What follows belongs to an exercise in optimizing a design on an open flow for small area and a short achievable clock period; a production flow would make more cautious choices.
In this exercise RTL edits were held to simulation tests only and were not proved equivalent to the original.

## the reference run
==> flow/design.v <==
`timescale 1ns/1ps
`default_nettype none
package addrgen_pkg;
  typedef logic [32-1:0] addr_t;      
  typedef logic [10-1:0] cnt_t;        
  typedef logic [16-1:0] trans_t;    
  typedef logic [16-1:0] len_t;     
  typedef logic signed [16-1:0] stride_t;
  typedef logic [4-1:0] strb_t;      
  typedef enum logic [1:0] {
    RUN_IDLE = 2'd0,   
    RUN_BUSY = 2'd1,   
    RUN_DONE = 2'd2    
  } run_state_e;
endpackage
`default_nettype wire
`timescale 1ns/1ps
`default_nettype none
module addrgen_top (
  input  wire logic                 clk_i,
  input  wire logic                 rst_ni,
  input  wire logic                 start_i,
  input  wire logic                 enable_i,
  input  wire addrgen_pkg::addr_t   base_addr_i,
  input  wire addrgen_pkg::trans_t  trans_size_i,
  input  wire addrgen_pkg::len_t    line_length_i,
  input  wire addrgen_pkg::stride_t line_stride_i,
  input  wire addrgen_pkg::len_t    feat_length_i,
  input  wire addrgen_pkg::stride_t feat_stride_i,
  input  wire addrgen_pkg::len_t    feat_roll_i,
  input  wire logic                 loop_outer_i,
  output addrgen_pkg::addr_t        addr_o,
  output addrgen_pkg::strb_t        strb_o,
  output logic                      first_o,
  output logic                      last_o,
  output logic                      word_update_o,
  output logic                      line_update_o,
  output logic                      feat_update_o,
  output logic                      busy_o,
  output logic                      done_o
);
  logic mis_d, roll_zero_d;
  logic line_big_d, feat_big_d, roll_big_d;
  assign mis_d = (base_addr_i[1:0] != 2'b00) |
                 (line_stride_i[1:0] != 2'b00) |
                 (feat_stride_i[1:0] != 2'b00);
  logic line_over_d, feat_over_d, roll_over_d;
  assign line_over_d = (line_length_i[15:11] != 5'd0) |
                       (line_length_i[10] & (line_length_i[9:0] != 10'd0));
  assign feat_over_d = (feat_length_i[15:11] != 5'd0) |
                       (feat_length_i[10] & (feat_length_i[9:0] != 10'd0));
  assign roll_over_d = (feat_roll_i[15:11] != 5'd0) |
                       (feat_roll_i[10] & (feat_roll_i[9:0] != 10'd0));
  assign line_big_d  = mis_d ? (line_length_i[15:10] != 6'd0)
                             : (line_length_i == 16'd0) | line_over_d;
  assign feat_big_d  = (feat_length_i == 16'd0) | feat_over_d;
  assign roll_zero_d = (feat_roll_i == 16'd0);
  assign roll_big_d  = (roll_zero_d & ~loop_outer_i) | roll_over_d;
  logic        start_q, busy_q, done_q;
  logic [31:0] base_q;        
  logic [31:0] fstart_q;      
  logic [31:0] addr_q;        
  logic [16:0] jump_q;        
  logic        jump_done_q;   
  logic [15:0] fstride_q;
  logic [9:0]  line_len_q, feat_len_q, roll_len_q;
  logic        line_big_q, feat_big_q, roll_big_q;
  logic        outer_q;
  logic        mis_q;         
  logic        first_q;       
  logic [15:0] rem_q;         
  logic [9:0]  wcnt_q;        
  logic [9:0]  lcnt_q;        
  logic [9:0]  rcnt_q;        
  logic        wlast_q;       
  logic        llast_q;       
  logic        rlast_q;       
  logic mis, first, step, count_en, feat_step;
  logic [9:0] wcnt_d, lcnt_d, rcnt_d;
  assign mis       = mis_q;
  assign first     = first_q;
  assign step      = enable_i & busy_q & ~start_q;
  assign count_en  = step & ~(mis & first);
  assign feat_step = step & wlast_q & llast_q;
  assign wcnt_d = (start_q | wlast_q) ? {9'd0, ~mis} : wcnt_q + 10'd1;
  assign lcnt_d = (start_q | llast_q) ? 10'd1 : lcnt_q + 10'd1;
  assign rcnt_d = (start_q | rlast_q) ? 10'd1 : rcnt_q + 10'd1;
  logic        sa_addr_q, sa_fstart_q, sa_base_q;    
  logic        sb_four_q, sb_jump_q, sb_fstride_q;   
  logic [31:0] add_a, add_b, sum;
  assign add_a = ({32{sa_addr_q}}   & addr_q) |
                 ({32{sa_fstart_q}} & fstart_q) |
                 ({32{sa_base_q}}   & base_q);
  assign add_b = ({32{sb_four_q}}    & 32'd4) |
                 ({32{sb_jump_q}}    & {{15{jump_q[16]}}, jump_q}) |
                 ({32{sb_fstride_q}} & {{16{fstride_q[15]}}, fstride_q});
  logic c2_q;
  assign sum[1:0] = add_a[1:0] + add_b[1:0];
  logic [30:0] pg_p [0:5];
  logic [30:0] pg_g [0:5];
  assign pg_p[0] = {add_a[31:2] ^ add_b[31:2], 1'b0};
  assign pg_g[0] = {add_a[31:2] & add_b[31:2], c2_q};
  for (genvar k = 0; k < 5; k++) begin : g_lvl
    for (genvar i = 0; i < 31; i++) begin : g_bit
      if (((i >> k) & 1) == 1) begin : g_op
        localparam int J = ((i >> k) << k) - 1;
        assign pg_g[k+1][i] = pg_g[k][i] | (pg_p[k][i] & pg_g[k][J]);
        assign pg_p[k+1][i] = pg_p[k][i] & pg_p[k][J];
      end else begin : g_pass
        assign pg_g[k+1][i] = pg_g[k][i];
        assign pg_p[k+1][i] = pg_p[k][i];
      end
    end
  end
  assign sum[31:2] = pg_p[0][30:1] ^ pg_g[5][29:0];
  logic wlast_n, llast_n, rlast_n, fend_n, base_n;
  assign wlast_n = ~line_big_q & (wcnt_d == line_len_q);
  assign llast_n = (start_q | wlast_q) ? (~feat_big_q & (lcnt_d == feat_len_q)) : llast_q;
  assign rlast_n = (start_q | (wlast_q & llast_q)) ? (~roll_big_q & (rcnt_d == roll_len_q))
                                                   : rlast_q;
  assign fend_n  = wlast_n & llast_n;
  assign base_n  = ~outer_q & rlast_n;
  logic       sa_addr_m, sa_fstart_m, sa_base_m, sb_four_m, sb_jump_m, sb_fstride_m;
  logic [1:0] fstart_lo_m, a_lo_m, b_lo_m;
  assign sa_addr_m    = ~fend_n;
  assign sa_fstart_m  = fend_n & ~base_n;
  assign sa_base_m    = fend_n & base_n;
  assign sb_four_m    = ~wlast_n;
  assign sb_jump_m    = wlast_n & ~llast_n;
  assign sb_fstride_m = fend_n & (outer_q ~^ rlast_n);
  assign fstart_lo_m  = (start_q | (wlast_q & llast_q)) ? sum[1:0] : fstart_q[1:0];
  assign a_lo_m = ({2{sa_addr_m}}   & sum[1:0]) |
                  ({2{sa_fstart_m}} & fstart_lo_m) |
                  ({2{sa_base_m}}   & base_q[1:0]);
  assign b_lo_m = ({2{sb_jump_m}}    & jump_q[1:0]) |
                  ({2{sb_fstride_m}} & fstride_q[1:0]);
  always_ff @(posedge clk_i) begin
    if (start_i) begin
      sa_addr_q    <= 1'b0;
      sa_fstart_q  <= 1'b0;
      sa_base_q    <= 1'b1;
      sb_four_q    <= 1'b0;
      sb_jump_q    <= 1'b0;
      sb_fstride_q <= 1'b0;
      c2_q         <= 1'b0;   
    end else if (start_q || step) begin
      sa_addr_q    <= sa_addr_m;
      sa_fstart_q  <= sa_fstart_m;
      sa_base_q    <= sa_base_m;
      sb_four_q    <= sb_four_m;
      sb_jump_q    <= sb_jump_m;
      sb_fstride_q <= sb_fstride_m;
      c2_q         <= (a_lo_m[1] & b_lo_m[1]) | ((a_lo_m[1] | b_lo_m[1]) & a_lo_m[0] & b_lo_m[0]);
    end
  end
  always_ff @(posedge clk_i or negedge rst_ni) begin
    if (!rst_ni) begin
      start_q <= 1'b0;
      busy_q  <= 1'b0;
      done_q  <= 1'b0;
    end else begin
      start_q <= start_i;
      if (start_q) begin
        busy_q <= (rem_q != 16'd0);
        done_q <= (rem_q == 16'd0);
      end else if (count_en && rem_q == 16'd1) begin
        busy_q <= 1'b0;
        done_q <= 1'b1;
      end
    end
  end
  always_ff @(posedge clk_i) begin
    if (start_i) begin
      base_q     <= base_addr_i;
      fstride_q  <= feat_stride_i;
      line_len_q <= line_length_i[9:0];
      line_big_q <= line_big_d;
      feat_len_q <= feat_length_i[9:0];
      feat_big_q <= feat_big_d;
      roll_len_q <= {feat_roll_i[9:1], feat_roll_i[0] | (roll_zero_d & loop_outer_i)};
      roll_big_q <= roll_big_d;
      outer_q    <= loop_outer_i;
      mis_q      <= mis_d;
    end
  end
  always_ff @(posedge clk_i) begin
    if (start_i) begin
      rem_q <= trans_size_i;
    end else if (count_en) begin
      rem_q <= rem_q - 16'd1;
    end
  end
  always_ff @(posedge clk_i) begin
    if (start_i) begin
      jump_q <= {line_stride_i[15], line_stride_i};
    end else if (step && !wlast_q && !jump_done_q) begin
      jump_q[16:2] <= jump_q[16:2] - 15'd1;
    end
  end
  always_ff @(posedge clk_i) begin
    if (start_q) begin
      jump_done_q <= 1'b0;
    end else if (step && wlast_q) begin
      jump_done_q <= 1'b1;
    end
  end
  always_ff @(posedge clk_i) begin
    if (start_q || step) begin
      addr_q <= sum;
    end
    if (start_q || feat_step) begin
      fstart_q <= sum;
    end
  end
  always_ff @(posedge clk_i) begin
    if (start_q || step) begin
      wcnt_q  <= wcnt_d;
      first_q <= (wcnt_d == {9'd0, ~mis});
      wlast_q <= wlast_n;
    end
    if (start_q || (step && wlast_q)) begin
      lcnt_q  <= lcnt_d;
      llast_q <= llast_n;
    end
    if (start_q || feat_step) begin
      rcnt_q  <= rcnt_d;
      rlast_q <= rlast_n;
    end
  end
  logic [3:0] lead_mask;
  assign lead_mask = 4'b1111 << addr_q[1:0];
  always_comb begin
    strb_o = 4'b1111;
    if (mis) begin
      if (first)   strb_o = lead_mask;
      if (wlast_q) strb_o = ~lead_mask;
    end
  end
  assign addr_o        = {addr_q[31:2], 2'b00};
  assign first_o       = first;
  assign last_o        = wlast_q;
  assign word_update_o = step;
  assign line_update_o = step & wlast_q;
  assign feat_update_o = feat_step;
  assign busy_o        = busy_q;
  assign done_o        = done_q;
endmodule
`default_nettype wire
==> flow/config.mk <==
export PLATFORM = sky130hd
export DESIGN_NAME = addrgen_top
export DESIGN_NICKNAME = addrgen_top
export VERILOG_FILES = /design/flow/design.v
export SDC_FILE = /design/flow/constraint.sdc
export NUM_CORES = 4
export LEC_CHECK = 0
export CAP_MARGIN = 20
export CORE_MARGIN = 2
export CORE_UTILIZATION = 60
export CTS_BUF_LIST = sky130_fd_sc_hd__clkbuf_8
export CTS_CLUSTER_DIAMETER = 100
export CTS_CLUSTER_SIZE = 16
export SETUP_SLACK_MARGIN = 2.0
export SLEW_MARGIN = 20
==> flow/constraint.sdc <==
create_clock -name core_clock -period 5.5 [get_ports {clk_i}]
set_input_delay 1.1000 -clock core_clock [delete_from_list [all_inputs] [get_ports {clk_i}]]
set_output_delay 1.1000 -clock core_clock [all_outputs]
set_load 0.01 [all_outputs]
standard.sh (not shown) runs the stock make flow with config.mk's settings and CLKGATE_MAP_FILE= SYNTH_SCRIPT=/design/flow/synth_recipe.tcl, a recipe that flattens the netlist after the stock synthesis.
==> flow/flow/run.sh <==
#!/bin/bash
# standard layout with small port buffers; full output in standard.log
export BUFFER_PORTS_ARGS="-buffer_cell sky130_fd_sc_hd__buf_1"
bash standard.sh > standard.log 2>&1
The reference run has completed all stages; timing, DRC and antenna checks passed.
#### Input delta (the trial run over the reference run)
-- flow/design.v --
<<< the reference run, line 95
                 ({32{sb_jump_q}}    & {{15{jump_q[16]}}, jump_q}) |
                 ({32{sb_fstride_q}} & {{16{fstride_q[15]}}, fstride_q});
  logic c2_q;
  assign sum[1:0] = add_a[1:0] + add_b[1:0];
  logic [30:0] pg_p [0:5];
  logic [30:0] pg_g [0:5];
  assign pg_p[0] = {add_a[31:2] ^ add_b[31:2], 1'b0};
  assign pg_g[0] = {add_a[31:2] & add_b[31:2], c2_q};
  for (genvar k = 0; k < 5; k++) begin : g_lvl
    for (genvar i = 0; i < 31; i++) begin : g_bit
      if (((i >> k) & 1) == 1) begin : g_op
        localparam int J = ((i >> k) << k) - 1;
>>> the trial run, line 95
                 ({32{sb_jump_q}}    & {{15{jump_q[16]}}, jump_q}) |
                 ({32{sb_fstride_q}} & {{16{fstride_q[15]}}, fstride_q});
  logic [31:0] pg_p [0:5];
  logic [31:0] pg_g [0:5];
  assign pg_p[0] = add_a ^ add_b;
  assign pg_g[0] = add_a & add_b;
  for (genvar k = 0; k < 5; k++) begin : g_lvl
    for (genvar i = 0; i < 32; i++) begin : g_bit
      if (((i >> k) & 1) == 1) begin : g_op
        localparam int J = ((i >> k) << k) - 1;
<<< the reference run, line 113
    end
  end
  assign sum[31:2] = pg_p[0][30:1] ^ pg_g[5][29:0];
  logic wlast_n, llast_n, rlast_n, fend_n, base_n;
  assign wlast_n = ~line_big_q & (wcnt_d == line_len_q);
>>> the trial run, line 111
    end
  end
  assign sum = pg_p[0] ^ {pg_g[5][30:0], 1'b0};
  logic wlast_n, llast_n, rlast_n, fend_n, base_n;
  assign wlast_n = ~line_big_q & (wcnt_d == line_len_q);
<<< the reference run, line 121
  assign fend_n  = wlast_n & llast_n;
  assign base_n  = ~outer_q & rlast_n;
  logic       sa_addr_m, sa_fstart_m, sa_base_m, sb_four_m, sb_jump_m, sb_fstride_m;
  logic [1:0] fstart_lo_m, a_lo_m, b_lo_m;
  assign sa_addr_m    = ~fend_n;
  assign sa_fstart_m  = fend_n & ~base_n;
  assign sa_base_m    = fend_n & base_n;
  assign sb_four_m    = ~wlast_n;
  assign sb_jump_m    = wlast_n & ~llast_n;
  assign sb_fstride_m = fend_n & (outer_q ~^ rlast_n);
  assign fstart_lo_m  = (start_q | (wlast_q & llast_q)) ? sum[1:0] : fstart_q[1:0];
  assign a_lo_m = ({2{sa_addr_m}}   & sum[1:0]) |
                  ({2{sa_fstart_m}} & fstart_lo_m) |
                  ({2{sa_base_m}}   & base_q[1:0]);
  assign b_lo_m = ({2{sb_jump_m}}    & jump_q[1:0]) |
                  ({2{sb_fstride_m}} & fstride_q[1:0]);
  always_ff @(posedge clk_i) begin
    if (start_i) begin
>>> the trial run, line 119
  assign fend_n  = wlast_n & llast_n;
  assign base_n  = ~outer_q & rlast_n;
  always_ff @(posedge clk_i) begin
    if (start_i) begin
<<< the reference run, line 143
      sb_jump_q    <= 1'b0;
      sb_fstride_q <= 1'b0;
      c2_q         <= 1'b0;   
    end else if (start_q || step) begin
      sa_addr_q    <= sa_addr_m;
      sa_fstart_q  <= sa_fstart_m;
      sa_base_q    <= sa_base_m;
      sb_four_q    <= sb_four_m;
      sb_jump_q    <= sb_jump_m;
      sb_fstride_q <= sb_fstride_m;
      c2_q         <= (a_lo_m[1] & b_lo_m[1]) | ((a_lo_m[1] | b_lo_m[1]) & a_lo_m[0] & b_lo_m[0]);
    end
  end
>>> the trial run, line 127
      sb_jump_q    <= 1'b0;
      sb_fstride_q <= 1'b0;
    end else if (start_q || step) begin
      sa_addr_q    <= ~fend_n;
      sa_fstart_q  <= fend_n & ~base_n;
      sa_base_q    <= fend_n & base_n;
      sb_four_q    <= ~wlast_n;
      sb_jump_q    <= wlast_n & ~llast_n;
      sb_fstride_q <= fend_n & (outer_q ~^ rlast_n);
    end
  end
Notes after the runs:
- [the trial run vs the reference run] required arrival time at the worst endpoint: lower in the trial run
- Via count of the first global-routing pass (the trial run vs. the reference run) decreases slightly
- Capture point of the critical path = fstart_q[31]$_DFFE_PP_: the trial run; capture point of the critical path = addr_q[25]$_DFFE_PP_: the reference run
- A source of the critical timing path of sa_addr_q$_SDFFE_PP0P_ is what the reference run shows, while sa_base_q$_SDFFE_PP1P_ belongs to the trial run.
- Changes observed in the trial run relative to the reference run: die extent in y now smaller; fraction of synthesis flops using an asynchronous set or reset pin comparable.
- Going from the reference run to the trial run, DRC violation total after the first TritonRoute iteration shrinks by 35.

afterwards: timing with drivers on the ports:
How much do the figures lean on ideal ports? The routed layouts below were timed once more, with nothing changed but the port constraints. Step 1 (the two cells are an assumption about what drives the block):
set clk [get_ports {clk_i}]
set_driving_cell -lib_cell sky130_fd_sc_hd__clkbuf_16 $clk
set_driving_cell -lib_cell sky130_fd_sc_hd__buf_2 [delete_from_list [all_inputs] $clk]
Step 2 also shifts input and output timing later by t, the mid clock arrival at the registers, as if the neighbouring blocks saw the same clock. a / b / c = no drivers / after step 1 / after step 2; a / b = the first two.
run	shift t [ns]	setup WS [ns]	slew at the worst register clock pin (ns)	worst slew at a driven data input, ns	cell pins on the clock port's net
the reference run	0.571	2.193 / 2.193 / 2.193	0.12 / 0.12	0.06	1
the trial run	0.549	2.162 / 2.162 / 2.162	0.11 / 0.11	0.06	1
After both steps setup and hold are still met in every run listed.
